Source: an optimization exercise on an open RTL-to-GDS flow (aim: small area, a short achievable clock period and few clock cycles). Production flows keep margins and buffers that such runs may drop.
RTL that was checked went through simulation tests only; none was proved equivalent to the original.
No activity file was given, so power comes from the tool's default toggle rates.

== JK ==
==> flow/design.v <==
`timescale 1ns/10ps
package feeder_pkg;
    typedef logic [15:0]  word_t;
    typedef logic [255:0] half_line_t;
    typedef logic [511:0] line_t;
    typedef logic [31:0]  dram_addr_t;
    typedef logic [14:0]  len_t;
    typedef logic [7:0]   cmd_t;
    localparam int LINE_BYTES     = 64;
    localparam int WORDS_PER_LINE = 32;
    localparam cmd_t CMD_WRITE_INPUT  = 8'd9;
    localparam cmd_t CMD_WRITE_WEIGHT = 8'd10;
    typedef enum logic [1:0] {
        REQ_IDLE,
        REQ_WAIT_FIFO,
        REQ_SEND
    } req_state_t;
    typedef enum logic [1:0] {
        FEED_IDLE,
        FEED_WAIT_DATA,
        FEED_ISSUE,
        FEED_POP
    } feed_state_t;
endpackage
`timescale 1ns/10ps
package mmio_map_pkg;
    typedef logic [31:0] bus_addr_t;
    typedef logic [31:0] bus_data_t;
    localparam bus_addr_t RD_ADDR_REG      = 32'hC400_2024;
    localparam bus_addr_t RD_LEN_REG       = 32'hC400_2028;
    localparam bus_addr_t RD_START_REG     = 32'hC400_2030;
    localparam bus_addr_t SRAM_IDX_CLR_REG = 32'hC400_2034;
    localparam bus_addr_t DATA_TYPE_REG    = 32'hC400_2038;
    localparam bus_addr_t BUSY_REG         = 32'hC400_0020;
endpackage
`timescale 1ns/10ps
module data_feeder_top (
    input  logic                    clk_i,
    input  logic                    rst_i,
    input  logic                    dev_strobe_i,
    input  mmio_map_pkg::bus_addr_t dev_addr_i,
    input  mmio_map_pkg::bus_data_t dev_wdata_i,
    output logic                    dev_ready_o,
    output mmio_map_pkg::bus_data_t dev_rdata_o,
    input  logic                    fifo_addr_full_i,
    output logic                    dram_addr_valid_o,
    output feeder_pkg::dram_addr_t  dram_addr_o,
    input  logic                    fifo_data_empty_i,
    input  feeder_pkg::half_line_t  dram_rdata_h_i,
    input  feeder_pkg::half_line_t  dram_rdata_l_i,
    output logic                    fifo_data_rd_en_o,
    output logic                    acc_cmd_valid_o,
    output feeder_pkg::cmd_t        acc_cmd_o,
    output feeder_pkg::word_t       acc_word_o,
    output feeder_pkg::len_t        acc_index_o
);
    logic wr_addr, wr_len, wr_start, wr_clr, wr_type;
    assign wr_addr  = dev_strobe_i && (dev_addr_i == mmio_map_pkg::RD_ADDR_REG);
    assign wr_len   = dev_strobe_i && (dev_addr_i == mmio_map_pkg::RD_LEN_REG);
    assign wr_start = dev_strobe_i && (dev_addr_i == mmio_map_pkg::RD_START_REG);
    assign wr_clr   = dev_strobe_i && (dev_addr_i == mmio_map_pkg::SRAM_IDX_CLR_REG);
    assign wr_type  = dev_strobe_i && (dev_addr_i == mmio_map_pkg::DATA_TYPE_REG);
    logic [31:1] addr_q;         
    logic [14:0] len_q;
    logic        type_q;
    logic        ready_q;
    logic        busy_q;
    logic        busy;
    always_ff @(posedge clk_i) begin
        if (wr_addr) addr_q <= dev_wdata_i[31:1];
    end
    always_ff @(posedge clk_i) begin
        if (rst_i) begin
            len_q   <= '0;
            type_q  <= 1'b0;
        end else begin
            if (wr_len)  len_q  <= dev_wdata_i[14:0];
            if (wr_type) type_q <= dev_wdata_i[0];
        end
    end
    always_ff @(posedge clk_i) begin
        ready_q <= dev_strobe_i;
        busy_q  <= busy;
    end
    assign dev_ready_o = ready_q;
    assign dev_rdata_o = {31'b0, busy_q};
    logic        req_go_q;       
    logic        req_first_q;    
    logic        req_more;       
    logic        req_vld_q;
    logic        req_lo_q;       
    logic [25:0] req_line_q;     
    logic [9:0]  req_left_q;     
    logic        req_plus_q;     
    logic        req_minus_q;    
    logic        req_rest_q;     
    logic        plus_new;
    logic        minus_new;
    logic [4:0]  gen, prop;      
    logic        carry5;         
    logic        sum_zero;       
    logic [2:0]  outst_q;        
    logic        pop_q;          
    logic        req_take;
    logic        idle_q;         
    assign gen  = addr_q[5:1] & len_q[4:0];
    assign prop = addr_q[5:1] | len_q[4:0];
    assign carry5   = gen[4] | (prop[4] & gen[3]) | (&prop[4:3] & gen[2]) |
                      (&prop[4:2] & gen[1]) | (&prop[4:1] & gen[0]);
    assign sum_zero = !(addr_q[1] ^ len_q[0]) &&
                      ((addr_q[5:2] ^ len_q[4:1]) == prop[3:0]);
    assign plus_new  = carry5 && !sum_zero;
    assign minus_new = (addr_q[5:1] == 5'd0) && (len_q[4:0] == 5'd0);
    assign req_more  = req_first_q || (req_go_q && req_rest_q);
    assign req_take  = req_more && !fifo_addr_full_i && ((outst_q + 3'(req_vld_q)) < 3'd4);
    always_ff @(posedge clk_i) begin
        if (rst_i) begin
            req_go_q    <= 1'b0;
            req_first_q <= 1'b0;
            req_vld_q   <= 1'b0;
            outst_q     <= '0;
        end else begin
            if (wr_start) begin
                req_go_q    <= 1'b1;
                req_first_q <= fifo_addr_full_i;
                req_vld_q   <= !fifo_addr_full_i;
            end else begin
                if (!req_first_q && !req_rest_q) req_go_q <= 1'b0;
                if (req_take) req_first_q <= 1'b0;
                req_vld_q <= req_take;
            end
            outst_q <= outst_q + 3'(req_vld_q) - 3'(pop_q);
        end
    end
    always_ff @(posedge clk_i) begin
        if (!req_go_q) begin
            req_left_q  <= len_q[14:5];
            req_plus_q  <= plus_new;
            req_minus_q <= minus_new;
            req_rest_q  <= plus_new || (len_q[14:5] != {9'b0, minus_new});
        end else if (req_take && !req_first_q) begin
            if (req_plus_q) begin
                req_plus_q <= 1'b0;
                req_rest_q <= req_left_q != {9'b0, req_minus_q};
            end else begin
                req_left_q <= req_left_q - 10'd1;
                req_rest_q <= req_left_q != (req_minus_q ? 10'd2 : 10'd1);
            end
        end
    end
    always_ff @(posedge clk_i) begin
        idle_q <= !busy && !wr_start;
    end
    always_ff @(posedge clk_i) begin
        if (idle_q) begin
            req_line_q  <= addr_q[31:6];
            req_lo_q    <= 1'b1;
        end else if (req_vld_q) begin
            req_line_q  <= req_line_q + 26'd1;
            req_lo_q    <= 1'b0;
        end
    end
    assign dram_addr_valid_o = req_vld_q;
    assign dram_addr_o       = {req_line_q, addr_q[5:1] & {5{req_lo_q}}, 1'b0};
    logic [3:0]  sel_hi_q;
    logic [7:0]  sel_lo_q;
    logic [3:0]  sel_hi_nx;      
    logic [7:0]  sel_lo_nx;
    logic [4:0]  cnt_q;
    logic        known_q;        
    logic        popdue_q;       
    logic        last_line;
    logic        line_last;
    logic        ll_take;
    logic        take;
    logic        cmd_vld_q;
    logic [15:0] quarter [4];
    logic [15:0] word_sel;
    logic [15:0] word_q;
    logic [14:0] idx_q;
    logic [15:0] words [32];
    always_comb begin
        for (int p = 0; p < 8; p++) begin
            words[2*p]      = dram_rdata_l_i[224-32*p +: 16];
            words[2*p+1]    = dram_rdata_l_i[240-32*p +: 16];
            words[16+2*p]   = dram_rdata_h_i[224-32*p +: 16];
            words[16+2*p+1] = dram_rdata_h_i[240-32*p +: 16];
        end
    end
    always_comb begin
        for (int g = 0; g < 4; g++) begin
            quarter[g] = '0;
            for (int k = 0; k < 8; k++) begin
                quarter[g] = quarter[g] | (words[8*g+k] & {16{sel_lo_q[k]}});
            end
        end
        word_sel = '0;
        for (int g = 0; g < 4; g++) begin
            word_sel = word_sel | (quarter[g] & {16{sel_hi_q[g]}});
        end
    end
    assign sel_lo_nx = {sel_lo_q[6:0], sel_lo_q[7]};
    assign sel_hi_nx = sel_lo_q[7] ? {sel_hi_q[2:0], sel_hi_q[3]} : sel_hi_q;
    assign last_line = !req_more && !req_vld_q && (outst_q == 3'd1);
    assign line_last = (sel_hi_q[3] && sel_lo_q[7]) || (last_line && (cnt_q == 5'd1));
    assign ll_take   = (sel_hi_q[3] && sel_lo_q[6]) || (last_line && (cnt_q == 5'd2));
    assign take      = !popdue_q && !fifo_data_empty_i;
    assign busy      = req_more || req_vld_q || (outst_q != '0) || popdue_q;
    always_ff @(posedge clk_i) begin
        if (rst_i) begin
            known_q   <= 1'b0;
            popdue_q  <= 1'b0;
            pop_q     <= 1'b0;
            cmd_vld_q <= 1'b0;
        end else begin
            known_q   <= !fifo_data_empty_i && !pop_q;
            popdue_q  <= take && line_last && !known_q;
            pop_q     <= take && !pop_q && ((line_last && !known_q) || ll_take);
            cmd_vld_q <= take;
        end
    end
    always_ff @(posedge clk_i) begin
        if (idle_q) begin
            sel_hi_q <= 4'b0001 << addr_q[5:4];
            sel_lo_q <= 8'b0000_0001 << addr_q[3:1];
            cnt_q    <= len_q[4:0];
        end else if (take) begin
            sel_hi_q <= sel_hi_nx;
            sel_lo_q <= sel_lo_nx;
            cnt_q    <= cnt_q - 5'd1;
        end
    end
    always_ff @(posedge clk_i) begin
        word_q <= word_sel;
    end
    always_ff @(posedge clk_i) begin
        if (rst_i || wr_clr) begin
            idx_q <= '0;
        end else if (cmd_vld_q) begin
            idx_q <= idx_q + 15'd1;
        end
    end
    assign fifo_data_rd_en_o = pop_q;
    assign acc_cmd_valid_o   = cmd_vld_q;
    assign acc_cmd_o         = {4'b0000, 1'b1, 1'b0, type_q, !type_q};
    assign acc_word_o        = word_q;
    assign acc_index_o       = idx_q;
endmodule
export LEC_CHECK = 0
export CAP_MARGIN = 20
export CORE_AREA = 4 4 156 156
export CTS_BUF_LIST = sky130_fd_sc_hd__clkbuf_8
export DIE_AREA = 0 0 160 160
export SETUP_SLACK_MARGIN = 1.95
export SLEW_MARGIN = 20
create_clock -name core_clock -period 4.0 [get_ports {clk_i}]
standard.sh (not shown) runs the stock make flow with config.mk's settings and CLKGATE_MAP_FILE= SYNTH_SCRIPT=/design/flow/synth_recipe.tcl, a recipe that flattens the netlist after the stock synthesis.
==> flow/flow/run.sh <==
#!/bin/bash
# The standard ORFS layout, with two changes to how it is made:
#  - the port buffers are the smallest buffer cell instead of the one
#    buffer_ports picks on its own;
#  - pins may sit one routing track apart, so that the die can be small.
set -uo pipefail
bash standard.sh \
  "BUFFER_PORTS_ARGS=-buffer_cell sky130_fd_sc_hd__buf_1" \
  "PLACE_PINS_ARGS=-min_distance 1 -min_distance_in_tracks" \
  finish > standard.log 2>&1
JK finished end to end and its layout was clean on timing, DRC and antenna.
For MS, these inputs were changed with respect to JK:
--- a/flow/design.v
+++ b/flow/design.v
@@ -61,23 +61,28 @@
     assign wr_clr   = dev_strobe_i && (dev_addr_i == mmio_map_pkg::SRAM_IDX_CLR_REG);
     assign wr_type  = dev_strobe_i && (dev_addr_i == mmio_map_pkg::DATA_TYPE_REG);
     logic [31:1] addr_q;         
     logic [14:0] len_q;
     logic        type_q;
+    logic        ntype_q;        
     logic        ready_q;
     logic        busy_q;
     logic        busy;
     always_ff @(posedge clk_i) begin
         if (wr_addr) addr_q <= dev_wdata_i[31:1];
     end
     always_ff @(posedge clk_i) begin
         if (rst_i) begin
             len_q   <= '0;
             type_q  <= 1'b0;
+            ntype_q <= 1'b1;
         end else begin
             if (wr_len)  len_q  <= dev_wdata_i[14:0];
-            if (wr_type) type_q <= dev_wdata_i[0];
+            if (wr_type) begin
+                type_q  <= dev_wdata_i[0];
+                ntype_q <= !dev_wdata_i[0];
+            end
         end
     end
     always_ff @(posedge clk_i) begin
         ready_q <= dev_strobe_i;
         busy_q  <= busy;
@@ -86,11 +91,11 @@
     assign dev_rdata_o = {31'b0, busy_q};
     logic        req_go_q;       
     logic        req_first_q;    
     logic        req_more;       
     logic        req_vld_q;
-    logic        req_lo_q;       
+    logic [5:1]  req_lo_q;       
     logic [25:0] req_line_q;     
     logic [9:0]  req_left_q;     
     logic        req_plus_q;     
     logic        req_minus_q;    
     logic        req_rest_q;     
@@ -152,18 +157,18 @@
         idle_q <= !busy && !wr_start;
     end
     always_ff @(posedge clk_i) begin
         if (idle_q) begin
             req_line_q  <= addr_q[31:6];
-            req_lo_q    <= 1'b1;
+            req_lo_q    <= addr_q[5:1];
         end else if (req_vld_q) begin
             req_line_q  <= req_line_q + 26'd1;
-            req_lo_q    <= 1'b0;
+            req_lo_q    <= '0;
         end
     end
     assign dram_addr_valid_o = req_vld_q;
-    assign dram_addr_o       = {req_line_q, addr_q[5:1] & {5{req_lo_q}}, 1'b0};
+    assign dram_addr_o       = {req_line_q, req_lo_q, 1'b0};
     logic [3:0]  sel_hi_q;
     logic [7:0]  sel_lo_q;
     logic [3:0]  sel_hi_nx;      
     logic [7:0]  sel_lo_nx;
     logic [4:0]  cnt_q;
@@ -240,9 +245,9 @@
             idx_q <= idx_q + 15'd1;
         end
     end
     assign fifo_data_rd_en_o = pop_q;
     assign acc_cmd_valid_o   = cmd_vld_q;
-    assign acc_cmd_o         = {4'b0000, 1'b1, 1'b0, type_q, !type_q};
+    assign acc_cmd_o         = {4'b0000, 1'b1, 1'b0, type_q, ntype_q};
     assign acc_word_o        = word_q;
     assign acc_index_o       = idx_q;
 endmodule
==> notes.md <==
- MS finished end to end and its layout was clean on timing, DRC and antenna.
- Relative to JK, leakage power total decreased by 0.000079 µW in MS.
- Relative to JK, MS degrades post-synthesis instance area.
- In the tables for JK and MS, synthesized cell count reads lower with MS.
- req_line_q[0] as the launching element of the worst setup path was reported by JK, and sel_lo_q[1] by MS.
- Diff JK -> MS: worst setup slack after layout went up 0.086 ns; non-clock inverter instance count of the final layout went up about 13%; power per cell area went up about 7%; number of iterations in the first detailed-routing pass went down 3; power of the sequential group went up about 6%.
- Re post-synthesis share of cell area spent on xor and xnor gates: JK and MS aren't equal, and the lower value belongs to JK.
- MS ends up with a net switching component of the power that is 7.2% higher than in JK.
Testbench counts of MS, summed over its fixed seeds: cycles 132,330.
Function not checked in JK: the RTL went through the layout flow alone.

data_feeder_top, a different RTL version from the one above (not shown whole).
Size: ~1100 cells after synthesis, roughly 150 flip-flops, about 0.0099 mm^2 of cells after synthesis.
==> flow/design.v (excerpt) <==
module data_feeder_top (
    input  logic                    clk_i,
    input  logic                    rst_i,
    input  logic                    dev_strobe_i,
    input  mmio_map_pkg::bus_addr_t dev_addr_i,
    input  mmio_map_pkg::bus_data_t dev_wdata_i,
    output logic                    dev_ready_o,
    output mmio_map_pkg::bus_data_t dev_rdata_o,
    input  logic                    fifo_addr_full_i,
    output logic                    dram_addr_valid_o,
    output feeder_pkg::dram_addr_t  dram_addr_o,
    input  logic                    fifo_data_empty_i,
    input  feeder_pkg::half_line_t  dram_rdata_h_i,
    input  feeder_pkg::half_line_t  dram_rdata_l_i,
    output logic                    fifo_data_rd_en_o,
    output logic                    acc_cmd_valid_o,
    output feeder_pkg::cmd_t        acc_cmd_o,
    output feeder_pkg::word_t       acc_word_o,
    output feeder_pkg::len_t        acc_index_o
);
==> flow/config.mk <==
export PLATFORM = sky130hd
export DESIGN_NAME = data_feeder_top
export DESIGN_NICKNAME = data_feeder_top
export VERILOG_FILES = /design/flow/design.v
export SDC_FILE = /design/flow/constraint.sdc
export NUM_CORES = 4
export LEC_CHECK = 0
export CAP_MARGIN = 20
export CORE_AREA = 5 5 235 235
export DIE_AREA = 0 0 240 240
export SETUP_SLACK_MARGIN = 1.8
export SLEW_MARGIN = 20
==> flow/constraint.sdc <==
create_clock -name core_clock -period 4.0 [get_ports {clk_i}]
set_input_delay 0.8000 -clock core_clock [delete_from_list [all_inputs] [get_ports {clk_i}]]
set_output_delay 0.8000 -clock core_clock [all_outputs]
set_load 0.01 [all_outputs]
==> flow/flow/run.sh <==
#!/bin/bash
# The standard ORFS layout, with the port buffers made of the smallest buffer
# cell instead of the one buffer_ports picks on its own.
set -uo pipefail
bash standard.sh "BUFFER_PORTS_ARGS=-buffer_cell sky130_fd_sc_hd__buf_1" finish > standard.log 2>&1
Testbench counts at the start, summed over its fixed seeds: cycles 132,330.
Change:
--- a/flow/design.v
+++ b/flow/design.v
@@ -92,27 +92,33 @@
     logic        req_go_q;       
     logic        req_first_q;    
     logic        req_more;       
     logic        req_vld_q;
     logic [5:1]  req_lo_q;       
     logic [25:0] req_line_q;     
     logic [9:0]  req_left_q;     
     logic        req_plus_q;     
     logic        req_minus_q;    
     logic        req_rest;       
-    logic [5:0]  low_sum;
-    logic [4:0]  end_off_q;      
+    logic [4:0]  gen, prop;      
+    logic        carry5;         
+    logic        sum_zero;       
     logic [2:0]  outst_q;        
     logic        pop_q;          
     logic        req_take;
     logic        idle_q;         
-    assign low_sum   = 6'(addr_q[5:1]) + 6'(len_q[4:0]);
+    assign gen  = addr_q[5:1] & len_q[4:0];
+    assign prop = addr_q[5:1] | len_q[4:0];
+    assign carry5   = gen[4] | (prop[4] & gen[3]) | (&prop[4:3] & gen[2]) |
+                      (&prop[4:2] & gen[1]) | (&prop[4:1] & gen[0]);
+    assign sum_zero = !(addr_q[1] ^ len_q[0]) &&
+                      ((addr_q[5:2] ^ len_q[4:1]) == prop[3:0]);
     assign req_rest  = req_plus_q || (req_left_q != {9'b0, req_minus_q});
     assign req_more  = req_first_q || (req_go_q && req_rest);
     assign req_take  = req_more && !fifo_addr_full_i && ((outst_q + 3'(req_vld_q)) < 3'd4);
     always_ff @(posedge clk_i) begin
         if (rst_i) begin
             req_go_q    <= 1'b0;
             req_first_q <= 1'b0;
             req_vld_q   <= 1'b0;
             outst_q     <= '0;
         end else begin
@@ -124,53 +130,49 @@
                 if (!req_first_q && !req_rest) req_go_q <= 1'b0;
                 if (req_take) req_first_q <= 1'b0;
                 req_vld_q <= req_take;
             end
             outst_q <= outst_q + 3'(req_vld_q) - 3'(pop_q);
         end
     end
     always_ff @(posedge clk_i) begin
         if (!req_go_q) begin
             req_left_q  <= len_q[14:5];
-            req_plus_q  <= low_sum > 6'd32;
-            req_minus_q <= low_sum == 6'd0;
+            req_plus_q  <= carry5 && !sum_zero;
+            req_minus_q <= (addr_q[5:1] == 5'd0) && (len_q[4:0] == 5'd0);
         end else if (req_take && !req_first_q) begin
             if (req_plus_q) begin
                 req_plus_q <= 1'b0;
             end else begin
                 req_left_q <= req_left_q - 10'd1;
             end
         end
-    end
-    always_ff @(posedge clk_i) begin
-        end_off_q <= 5'(low_sum - 6'd1);
     end
     always_ff @(posedge clk_i) begin
         idle_q <= !busy && !wr_start;
     end
     always_ff @(posedge clk_i) begin
         if (idle_q) begin
             req_line_q  <= addr_q[31:6];
             req_lo_q    <= addr_q[5:1];
         end else if (req_vld_q) begin
             req_line_q  <= req_line_q + 26'd1;
             req_lo_q    <= '0;
         end
     end
     assign dram_addr_valid_o = req_vld_q;
     assign dram_addr_o       = {req_line_q, req_lo_q, 1'b0};
     logic [3:0]  sel_hi_q;
     logic [7:0]  sel_lo_q;
     logic [3:0]  sel_hi_nx;      
     logic [7:0]  sel_lo_nx;
-    logic [3:0]  end_hi;         
-    logic [7:0]  end_lo;
+    logic [4:0]  cnt_q;
     logic        known_q;        
     logic        popdue_q;       
     logic        last_line;
     logic        line_last;
     logic        ll_take;
     logic        take;
     logic        cmd_vld_q;
     logic [15:0] quarter [4];
     logic [15:0] word_sel;
     logic [15:0] word_q;
@@ -191,49 +193,47 @@
                 quarter[g] = quarter[g] | (words[8*g+k] & {16{sel_lo_q[k]}});
             end
         end
         word_sel = '0;
         for (int g = 0; g < 4; g++) begin
             word_sel = word_sel | (quarter[g] & {16{sel_hi_q[g]}});
         end
     end
     assign sel_lo_nx = {sel_lo_q[6:0], sel_lo_q[7]};
     assign sel_hi_nx = sel_lo_q[7] ? {sel_hi_q[2:0], sel_hi_q[3]} : sel_hi_q;
-    assign end_hi    = 4'b0001 << end_off_q[4:3];
-    assign end_lo    = 8'b0000_0001 << end_off_q[2:0];
     assign last_line = !req_more && !req_vld_q && (outst_q == 3'd1);
-    assign line_last = (sel_hi_q[3] && sel_lo_q[7]) ||
-                       (last_line && (|(sel_hi_q & end_hi)) && (|(sel_lo_q & end_lo)));
-    assign ll_take   = (sel_hi_q[3] && sel_lo_q[6]) ||
-                       (last_line && (|(sel_hi_nx & end_hi)) && (|(sel_lo_nx & end_lo)));
+    assign line_last = (sel_hi_q[3] && sel_lo_q[7]) || (last_line && (cnt_q == 5'd1));
+    assign ll_take   = (sel_hi_q[3] && sel_lo_q[6]) || (last_line && (cnt_q == 5'd2));
     assign take      = !popdue_q && !fifo_data_empty_i;
     assign busy      = req_more || req_vld_q || (outst_q != '0) || popdue_q;
     always_ff @(posedge clk_i) begin
         if (rst_i) begin
             known_q   <= 1'b0;
             popdue_q  <= 1'b0;
             pop_q     <= 1'b0;
             cmd_vld_q <= 1'b0;
         end else begin
             known_q   <= !fifo_data_empty_i && !pop_q;
             popdue_q  <= take && line_last && !known_q;
             pop_q     <= take && !pop_q && ((line_last && !known_q) || ll_take);
             cmd_vld_q <= take;
         end
     end
     always_ff @(posedge clk_i) begin
         if (idle_q) begin
             sel_hi_q <= 4'b0001 << addr_q[5:4];
             sel_lo_q <= 8'b0000_0001 << addr_q[3:1];
+            cnt_q    <= len_q[4:0];
         end else if (take) begin
             sel_hi_q <= sel_hi_nx;
             sel_lo_q <= sel_lo_nx;
+            cnt_q    <= cnt_q - 5'd1;
         end
     end
     always_ff @(posedge clk_i) begin
         word_q <= word_sel;
     end
     always_ff @(posedge clk_i) begin
         if (rst_i || wr_clr) begin
             idx_q <= '0;
         end else if (cmd_vld_q) begin
             idx_q <= idx_q + 15'd1;
Effect: The new run completed without violations; global-route usage increases by 4.2 points; setup slack gets worse by 42 ps; critical path depth stays the same; non-clock buffer count came out lower by 17; final area went down slightly; wire length rises by about a fifth; total power rose by a few percent; register-to-register slack got worse by 80 ps; utilization came out lower by 0.19 points; sequential cell count is unchanged; clock power fell by roughly a tenth.
No functional check of the RTL was part of the second run of this note.

==> what the ideal ports hide <==
In the flow no input, the clock included, has a driving cell. The finished layouts below were timed again as built, in two steps.
Step 1 (the two cells are an assumption about what drives the block):
set clk [get_ports {clk_i}]
set_driving_cell -lib_cell sky130_fd_sc_hd__clkbuf_16 $clk
set_driving_cell -lib_cell sky130_fd_sc_hd__buf_2 [delete_from_list [all_inputs] $clk]
Step 2 times the ports against the registers' clock, not the clock port: input delays grow and output delays shrink by t, the midpoint of the rising clock arrivals with the driver on.
a / b / c = ideal ports / drivers / drivers and shift; a / b = the first two.
run | t (ns) | slack for setup (ns) | clock arrival spread, ns
JK | 0.482 | 1.903 / 1.886 / 1.626 | 0.022 / 0.023
MS | 0.494 | 1.989 / 1.970 / 1.546 | 0.015 / 0.014
the first run of note 2 | 0.494 | 1.862 / 1.890 / 1.396 | 0.013 / 0.013
the second run of note 2 | 0.520 | 1.821 / 1.821 / 1.449 | 0.013 / 0.014
After both steps every run listed still meets setup and hold. For the first run of note 2, which loses most, drivers alone change the setup slack by +0.028 ns; drivers and shift together by -0.466 ns.
